This design comes from an exercise in tuning for small area on the open sky130 flow, not from production work.
Function was checked by simulation only, so behaviour that the tests miss may differ from the original.

===== design/flow/standard.sh =====
#!/bin/bash
# synth_recipe.tcl (not shown) runs the flow's synth.tcl, then flattens the netlist and writes it again
# the make line also repeats each setting of config.mk as NAME=value (left out here)
make -C /OpenROAD-flow-scripts/flow DESIGN_CONFIG=/design/flow/config.mk WORK_HOME=/design/flow/orfs CLKGATE_MAP_FILE= SYNTH_SCRIPT=/design/flow/synth_recipe.tcl "${@:-finish}"

===== design/flow/constraint.sdc =====
create_clock -name core_clock -period 6.0 [get_ports {clk_i}]
set_input_delay 1.2000 -clock core_clock [delete_from_list [all_inputs] [get_ports {clk_i}]]
set_output_delay 1.2000 -clock core_clock [all_outputs]
set_load 0.01 [all_outputs]

===== design/flow/flow/run.sh =====
#!/bin/bash
# Standard ORFS layout, with the register array placed as a grid before global placement.
set -euo pipefail
here=$(pwd)
export PRE_GLOBAL_PLACE_SKIP_IO_TCL=$here/flow/array_place.tcl
export PRE_RESIZE_TCL=$here/flow/unfix.tcl
export BUFFER_PORTS_ARGS="-buffer_cell sky130_fd_sc_hd__buf_2"
export CTS_ARGS="-sink_clustering_enable -repair_clock_nets -dont_use_dummy_load -buf_list sky130_fd_sc_hd__clkbuf_8 -sink_clustering_size 24 -sink_clustering_max_diameter 80"
bash standard.sh finish > "$here/standard_flow.log" 2>&1

===== design/flow/flow/unfix.tcl =====
# Release the array cells that array_place.tcl fixed, so resizing and detailed placement treat
# them like every other cell.
set n 0
foreach inst [[ord::get_db_block] getInsts] {
  if {[$inst getPlacementStatus] eq "FIRM"} { $inst setPlacementStatus PLACED; incr n }
}
puts "unfix: released $n cells"

===== design/flow/flow/array_place.tcl =====
# Structured placement of the register array, run before global placement (skip IO).
# Flops, their write AND-OR-invert cells and the read AND-OR-invert cells are placed as a grid:
# 16 columns; register r uses RPR rows: bit c of column c has its flop and write cells in the
# register's first row and its read cells in the second; bit c+16 uses the third and fourth;
# the others are left to the remaining logic and the routing. The placed cells are marked FIRM so global placement arranges the rest around them;
# unfix.tcl releases them before resizing.
# ORFS sources hooks from inside a proc: run this file at global level instead
if {[info level] > 0} { uplevel #0 [list source [info script]]; return }
set block  [ord::get_db_block]
set core   [$block getCoreArea]
set site_w 460
set row_h  2720
set COLS   16
set PITCH  [expr {[info exists ::env(ARRAY_PITCH)] ? $::env(ARRAY_PITCH) : 40}]
set NREG   31
# empty sites left after each cell, for pin access
set GAP    [expr {[info exists ::env(ARRAY_GAP)] ? $::env(ARRAY_GAP) : 2}]
set RPR    [expr {[info exists ::env(ARRAY_RPR)] ? $::env(ARRAY_RPR) : 6}]
set NROWS  [expr {$RPR * $NREG}]
set rows   [$block getRows]
set row0_y [[lindex $rows 0] getOrigin]
set row0_x [lindex $row0_y 0]
set row0_y [lindex $row0_y 1]
set nrows_core [llength $rows]
set nsites_core [[lindex $rows 0] getSiteCount]

set first_row [expr {($nrows_core - $NROWS) / 2}]
set first_site [expr {($nsites_core - $COLS * $PITCH) / 2}]
if {$first_site < 0 || $first_row < 0} { error "array does not fit in the core" }

# Tap cells per row, as sorted x positions
array set taps {}
foreach inst [$block getInsts] {
  if {[[$inst getMaster] getType] eq "CORE_WELLTAP" || [string match "TAP_*" [$inst getName]]} {
    set loc [$inst getLocation]
    set ri [expr {([lindex $loc 1] - $row0_y) / $row_h}]
    lappend taps($ri) [lindex $loc 0]
  }
}

proc driver_of {net} {
  foreach it [$net getITerms] {
    if {[$it isOutputSignal]} { return [$it getInst] }
  }
  return ""
}

proc in_net {inst pin} {
  foreach it [$inst getITerms] {
    if {[[$it getMTerm] getName] eq $pin} { return [$it getNet] }
  }
  return ""
}

set placed 0
# place inst at x (dbu) in row ri
proc put_at {inst x ri} {
  global row_h row0_y rows placed
  set row [lindex $rows $ri]
  $inst setOrient [$row getOrient]
  $inst setLocation $x [expr {$row0_y + $ri * $row_h}]
  $inst setPlacementStatus FIRM
  incr placed
}

# pack the cells from x on in row ri, in order, but filling the gap before a tap cell with a
# later cell that fits when the next one does not; returns the new cursor
proc pack {cells x ri} {
  global taps site_w GAP
  set tl {}
  if {[info exists taps($ri)]} { set tl [lsort -integer $taps($ri)] }
  while {[llength $cells] > 0} {
    set t ""
    foreach tx $tl { if {$tx + $site_w > $x} { set t $tx; break } }
    if {$t eq ""} { set gap 1000000000 } else { set gap [expr {$t - $x}] }
    if {$gap <= 0} { set x [expr {$t + $site_w}]; continue }
    set pick -1
    for {set i 0} {$i < [llength $cells]} {incr i} {
      if {[[[lindex $cells $i] getMaster] getWidth] <= $gap} { set pick $i; break }
    }
    if {$pick < 0} { set x [expr {$t + $site_w}]; continue }
    set inst [lindex $cells $pick]
    set cells [lreplace $cells $pick $pick]
    put_at $inst $x $ri
    set x [expr {$x + [[$inst getMaster] getWidth] + $GAP * $site_w}]
  }
  return $x
}

proc esc {s} { return [string map {[ \\[ ] \\]} $s] }

# the first of the named nets that exists
proc find_net_any {names} {
  global block
  foreach n $names {
    set net [$block findNet [esc $n]]
    if {$net ne "NULL"} { return $net }
  }
  return "NULL"
}

# Cells of the output cone of net (its driver and, through nets without a name of their own,
# the drivers feeding it)
proc cone_of {net} {
  set out {}
  set todo [list $net]
  while {[llength $todo] > 0} {
    set n [lindex $todo 0]
    set todo [lrange $todo 1 end]
    set d [driver_of $n]
    if {$d eq "" || [lsearch -exact $out $d] >= 0} continue
    lappend out $d
    foreach it [$d getITerms] {
      if {[$it isInputSignal] && [$it getNet] ne "NULL"} {
        set nm [[$it getNet] getName]
        if {[string match "_*" $nm]} { lappend todo [$it getNet] }
      }
    }
  }
  return $out
}

# Row loads, in sites, per (register, bit): flop + write cells first
proc width_sites {inst} { global site_w; return [expr {[[$inst getMaster] getWidth] / $site_w}] }
proc assign_cell {inst b lo hi} {
  global load rd_cells
  set best $lo
  for {set r $lo} {$r <= $hi} {incr r} { if {$load($r,$b) < $load($best,$b)} { set best $r } }
  lappend rd_cells($best,$b) $inst
  set load($best,$b) [expr {$load($best,$b) + [width_sites $inst]}]
}

for {set r 1} {$r <= $NREG} {incr r} {
  for {set b 0} {$b < 32} {incr b} {
    set ff [$block findInst [esc "mem_q\[$r\]\[$b\]\$_DFF_P_"]]
    if {$ff eq "NULL"} { error "no flop $r $b" }
    set cells [list $ff]
    set winv [driver_of [in_net $ff D]]
    if {$winv ne "" && [[$winv getMaster] getName] eq "sky130_fd_sc_hd__inv_1"} {
      lappend cells $winv
      set waoi [driver_of [in_net $winv A]]
      if {$waoi ne ""} { lappend cells $waoi }
    } elseif {$winv ne ""} {
      lappend cells $winv
    }
    set wr_cells($r,$b) $cells
    set rd_cells($r,$b) {}
    set load($r,$b) 0
  }
}

for {set b 0} {$b < 32} {incr b} {
  # read AND-OR-invert cells: group g holds x(3g+1)..x(3g+3); x31 has its own NAND
  for {set g 0} {$g < 11} {incr g} {
    for {set k 0} {$k < 4} {incr k} {
      if {$g < 10} {
        set net [find_net_any [list "g_rd\[$k\].g_bit\[$b\].g_grp\[$g\].u_aoi.y_n_o" "g_rd\[$k\].g_bit\[$b\].grp_n\[$g\]"]]
        set lo [expr {3 * $g + 1}]
        set hi [expr {3 * $g + 3}]
      } else {
        set net [find_net_any [list "g_rd\[$k\].g_bit\[$b\].u_n31.y_n_o" "g_rd\[$k\].g_bit\[$b\].grp_n\[10\]"]]
        set lo 30
        set hi 31
      }
      if {$net eq "NULL"} { error "no read net $k $b $g" }
      assign_cell [driver_of $net] $b $lo $hi
    }
  }
  # the three partial ORs near their terms, the output select in the middle
  for {set k 0} {$k < 4} {incr k} {
    foreach {part lo hi} {0 4 9 1 16 21 2 26 31} {
      set net [find_net_any [list "g_rd\[$k\].g_bit\[$b\].u_c$part.y_o" "g_rd\[$k\].g_bit\[$b\].part\[$part\]"]]
      if {$net eq "NULL"} { error "no net $part $k $b" }
      assign_cell [driver_of $net] $b $lo $hi
    }
    set net [$block findNet [esc "g_rd\[$k\].g_bit\[$b\].u_out.y_o"]]
    if {$net eq "NULL"} { error "no out net $k $b" }
    foreach c [cone_of $net] { assign_cell $c $b 10 20 }
  }
}

set maxload 0
for {set r 1} {$r <= $NREG} {incr r} {
  for {set b 0} {$b < 32} {incr b} {
    if {$load($r,$b) > $maxload} { set maxload $load($r,$b) }
    set c [expr {$b % 16}]
    set h [expr {$b / 16}]
    # write row (flop and its write cells), then the read row just above it
    set ri [expr {$first_row + $RPR * ($r - 1) + 2 * $h}]
    set x0 [expr {$row0_x + ($first_site + $c * $PITCH) * $site_w}]
    set limit [expr {$row0_x + ($first_site + ($c + 1) * $PITCH) * $site_w}]
    set x [pack $wr_cells($r,$b) $x0 $ri]
    if {$x > $limit} { puts "array_place: row $ri column $c overflows by [expr {($x - $limit) / $site_w}] sites" }
    set x [pack $rd_cells($r,$b) $x0 [expr {$ri + 1}]]
    if {$x > $limit} { puts "array_place: row [expr {$ri + 1}] column $c overflows by [expr {($x - $limit) / $site_w}] sites" }
  }
}
puts "array_place: placed $placed cells, rows $first_row.. sites $first_site.., pitch $PITCH, largest row load $maxload sites"

===== design/flow/design.v =====
module rf_riscv_mp #(
    parameter  int unsigned XLEN   = 32,
    parameter  int unsigned DEPTH  = 32,
    parameter  int unsigned NRD    = 4,
    parameter  int unsigned BYPASS = 1,
    localparam int unsigned AW     = $clog2(DEPTH)
) (
    input  logic                  clk_i,
    input  logic                  rst_i,
    output logic                  ready_o,
    input  logic [NRD*AW-1:0]     read_addr_i,
    output logic [NRD*XLEN-1:0]   read_data_o,
    input  logic                  we0_i,
    input  logic [AW-1:0]         wa0_i,
    input  logic [XLEN-1:0]       wd0_i,
    input  logic                  we1_i,
    input  logic [AW-1:0]         wa1_i,
    input  logic [XLEN-1:0]       wd1_i,
    output logic                  wr_conflict_o
);
    localparam logic [4:0] LFSR_INIT = 5'b00001;
    function automatic logic [4:0] lfsr_step(input logic [4:0] s);
        lfsr_step = {s[3:0], s[4] ^ s[2]};
    endfunction
    function automatic logic [4:0] lfsr_last();
        logic [4:0] s;
        s = LFSR_INIT;
        for (int i = 0; i < 30; i++) s = lfsr_step(s);
        lfsr_last = s;
    endfunction
    localparam logic [4:0] LFSR_LAST = lfsr_last();
    logic       run_q;
    logic [4:0] lfsr_q;
    logic       conflict_q;
    logic       wr0_en_c, wr1_en_c;
    always_ff @(posedge clk_i) begin
        if (rst_i) begin
            run_q      <= 1'b0;
            lfsr_q     <= LFSR_INIT;
            conflict_q <= 1'b0;
        end else begin
            lfsr_q     <= lfsr_step(lfsr_q);
            if (lfsr_q == LFSR_LAST) run_q <= 1'b1;
            conflict_q <= wr0_en_c && wr1_en_c && (wa0_i == wa1_i);
        end
    end
    assign wr0_en_c = run_q && we0_i && (wa0_i != '0);
    assign wr1_en_c = run_q && we1_i && (wa1_i != '0);
    logic [XLEN-1:0] mem_q [1:DEPTH-1];
    for (genvar r = 1; r < DEPTH; r++) begin : g_reg
        logic s1, s0, hold;
        assign s1   = !rst_i && wr1_en_c && (wa1_i == AW'(r));
        assign s0   = !rst_i && wr0_en_c && (wa0_i == AW'(r)) && !s1;
        assign hold = rst_i || (run_q && !s1 && !s0);
        logic [XLEN-1:0] mem_d;
        for (genvar b = 0; b < XLEN; b++) begin : g_bit
            rf_sel3 u_wr (
                .s0_i(s1), .d0_i(wd1_i[b]), .s1_i(s0), .d1_i(wd0_i[b]), .s2_i(hold), .d2_i(mem_q[r][b]),
                .y_o(mem_d[b])
            );
        end
        always_ff @(posedge clk_i) begin
            mem_q[r] <= mem_d;
        end
    end
    for (genvar k = 0; k < NRD; k++) begin : g_rd
        logic [AW-1:0]    raddr;
        logic             hit1, hit0, f1, f0, nf;
        logic [7:0]       pre_hi;
        logic [3:0]       pre_lo;
        logic [DEPTH-1:1] rsel;
        logic [XLEN-1:0]  rdata;
        assign raddr = read_addr_i[k*AW +: AW];
        assign hit1  = (BYPASS != 0) && wr1_en_c && (wa1_i == raddr);
        assign hit0  = (BYPASS != 0) && wr0_en_c && (wa0_i == raddr);
        assign f1    = hit1;
        assign f0    = hit0 && !hit1;
        assign nf    = !hit1 && !hit0;
        for (genvar i = 0; i < 8; i++) begin : g_hi
            assign pre_hi[i] = run_q && (raddr[4:2] == 3'(i));
        end
        for (genvar j = 0; j < 4; j++) begin : g_lo
            assign pre_lo[j] = (raddr[1:0] == 2'(j));
        end
        for (genvar r = 1; r < DEPTH; r++) begin : g_sel
            assign rsel[r] = pre_hi[r/4] && pre_lo[r%4];
        end
        for (genvar b = 0; b < XLEN; b++) begin : g_bit
            logic [10:0] grp_n;
            for (genvar g = 0; g < 10; g++) begin : g_grp
                rf_aoi3 u_aoi (
                    .s0_i(rsel[3*g+1]), .d0_i(mem_q[3*g+1][b]),
                    .s1_i(rsel[3*g+2]), .d1_i(mem_q[3*g+2][b]),
                    .s2_i(rsel[3*g+3]), .d2_i(mem_q[3*g+3][b]),
                    .y_n_o(grp_n[g])
                );
            end
            rf_nand2 u_n31 (.a_i(rsel[31]), .b_i(mem_q[31][b]), .y_n_o(grp_n[10]));
            logic [2:0] part;
            rf_nand4 u_c0 (.a_i(grp_n[3:0]),  .y_o(part[0]));
            rf_nand4 u_c1 (.a_i(grp_n[7:4]),  .y_o(part[1]));
            rf_nand3 u_c2 (.a_i(grp_n[10:8]), .y_o(part[2]));
            rf_rdout u_out (
                .part_i(part), .f1_i(f1), .wd1_i(wd1_i[b]), .f0_i(f0), .wd0_i(wd0_i[b]),
                .nf_i(nf), .y_o(rdata[b])
            );
        end
        assign read_data_o[k*XLEN +: XLEN] = rdata;
    end
    assign ready_o       = run_q;
    assign wr_conflict_o = conflict_q;
endmodule
module rf_sel3 (
    input  logic s0_i, d0_i, s1_i, d1_i, s2_i, d2_i,
    output logic y_o
);
    assign y_o = (s0_i & d0_i) | (s1_i & d1_i) | (s2_i & d2_i);
endmodule
module rf_aoi3 (
    input  logic s0_i, d0_i, s1_i, d1_i, s2_i, d2_i,
    output logic y_n_o
);
    assign y_n_o = ~((s0_i & d0_i) | (s1_i & d1_i) | (s2_i & d2_i));
endmodule
module rf_nand2 (
    input  logic a_i, b_i,
    output logic y_n_o
);
    assign y_n_o = ~(a_i & b_i);
endmodule
module rf_nand4 (
    input  logic [3:0] a_i,
    output logic       y_o
);
    assign y_o = ~&a_i;
endmodule
module rf_nand3 (
    input  logic [2:0] a_i,
    output logic       y_o
);
    assign y_o = ~&a_i;
endmodule
module rf_rdout (
    input  logic [2:0] part_i,
    input  logic       f1_i, wd1_i, f0_i, wd0_i, nf_i,
    output logic       y_o
);
    assign y_o = (f1_i & wd1_i) | (f0_i & wd0_i) | (nf_i & |part_i);
endmodule

===== design/flow/config.mk =====
export PLATFORM = sky130hd
export DESIGN_NAME = rf_riscv_mp
export DESIGN_NICKNAME = rf_riscv_mp
export VERILOG_FILES = /design/flow/design.v
export SDC_FILE = /design/flow/constraint.sdc
export NUM_CORES = 4
export LEC_CHECK = 0
export CAP_MARGIN = 5
export CORE_AREA = 4 4 356 556
export DIE_AREA = 0 0 360 560
export GPL_ROUTABILITY_DRIVEN = 0
export GPL_TIMING_DRIVEN = 0
export SETUP_SLACK_MARGIN = 0.05
export SLEW_MARGIN = 5
export SYNTH_HIERARCHICAL = 1
export SYNTH_MINIMUM_KEEP_SIZE = 0

==> impl_metrics.yaml <==
placement:
  hpwl_um: 326000
  io_buffer_count: 209
run_status:
  error: "[ERROR GRT-0116] Global routing finished with congestion. Check the congestion regions in the DRC Viewer."
  status: "stopped before the end"
  lastStage: "global routing"
cts:
  cts_sinks: 999
  cts_root_buf: "clkbuf_8"
  clockBufferDepth: 3
  holdBufCountCts: 0
  cts_made_buffers: 52
  cts-htree-levels: 2
synth:
  ys.flop_type: "dfxtp_1"
  syn_avg_cell_area_um2: 9.57
  synth-edff-count: 0
  synth_area_leaders: "a222oi_1 42%, dfxtp_1 37%, inv_1 6.9%"
  synth_area_mm2: 0.0541
  yosysUniqueCellTypes: 37
  synth_top_cell_by_area: "a222oi_1"
  synthCells: 5653
  synth_nets: 5751
  synth.most_common_cell: "a222oi_1"
  ys_seq_area_share_pct: 37.0
  yosysTopAreaCellShare_pct: 42.0
  synth_warnings: 9
  synth-async-reset-ratio_pct: 0
  ys_top_cells_by_count: "2272 x a222oi_1, 999 x dfxtp_1, 992 x inv_1"
  ys_ff_latch: 999
floorplanning:
  die_x_um: 360
  die-height_um: 560
  ios: 228
  start_util_pct: 28.0
  rows: 202
grt:
  grt_max_degree: 36
  grt_pass1_wl_um: 634000
  track_usage_pct: 44.6
  first_global_vias: 72500
  grt_overflow: 4
[modules after synthesis, one instance, submodules excluded]
module	flops+latches	cells
rf_sel3	0	2
rf_aoi3	0	1
rf_rdout	0	3
rf_nand4	0	1
rf_nand3	0	1
rf_riscv_mp	999	1493
rf_nand2	0	1
[power groups by stage]
stage	clock (mW)	sequential [mW]	combinational [mW]
after CTS	3.26	6.64	0.773
after detailed placement	0	6.79	0.738
after global placement	0	6.79	0.640
after floorplan	0	6.79	0.185
[through the flow]
stage	area, µm²	setup WS, ps	instances
after floorplan	54100	71.5	5653
after global placement	58400	-6110	8412
after detailed placement	61500	16.8	8579
after CTS	63300	32.6	8712
[how the worst max path moves through the flow]
stage                             to  depth (start not counted)  slack (ps)       startpoint
CTS                  read_data_o[24]                         10          30            run_q
detailed placement  read_data_o[100]                          8          20  read_addr_i[15]
global placement         mem_q[3][2]                          7       -6110         wa1_i[2]
floorplan                mem_q[4][0]                          6          70         wa1_i[0]
[cell families after synthesis]
kind of cell	Yosys count	share of synthesized area [%]
AO/OA/AOI/OAI	2544	45.8
buffers and inverters	1042	7.29
AND/OR/NAND/NOR	1022	9.19
flip-flops	999	37.0
XOR/XNOR	46	0.744
[routing by layer]
| metal | track usage, % | overflow |
|---|---|---|
| met5 | 8.01 | 0 |
| met4 | 48.8 | 3 |
| met3 | 22.7 | 0 |
| met2 | 64.1 | 1 |
| met1 | 43.5 | 0 |
[timing repair]
action / CTS
pin swaps: 48
endpoints found under the setup margin: 117
setup buffers: 39
gates resized for setup: 63
cloned: 42
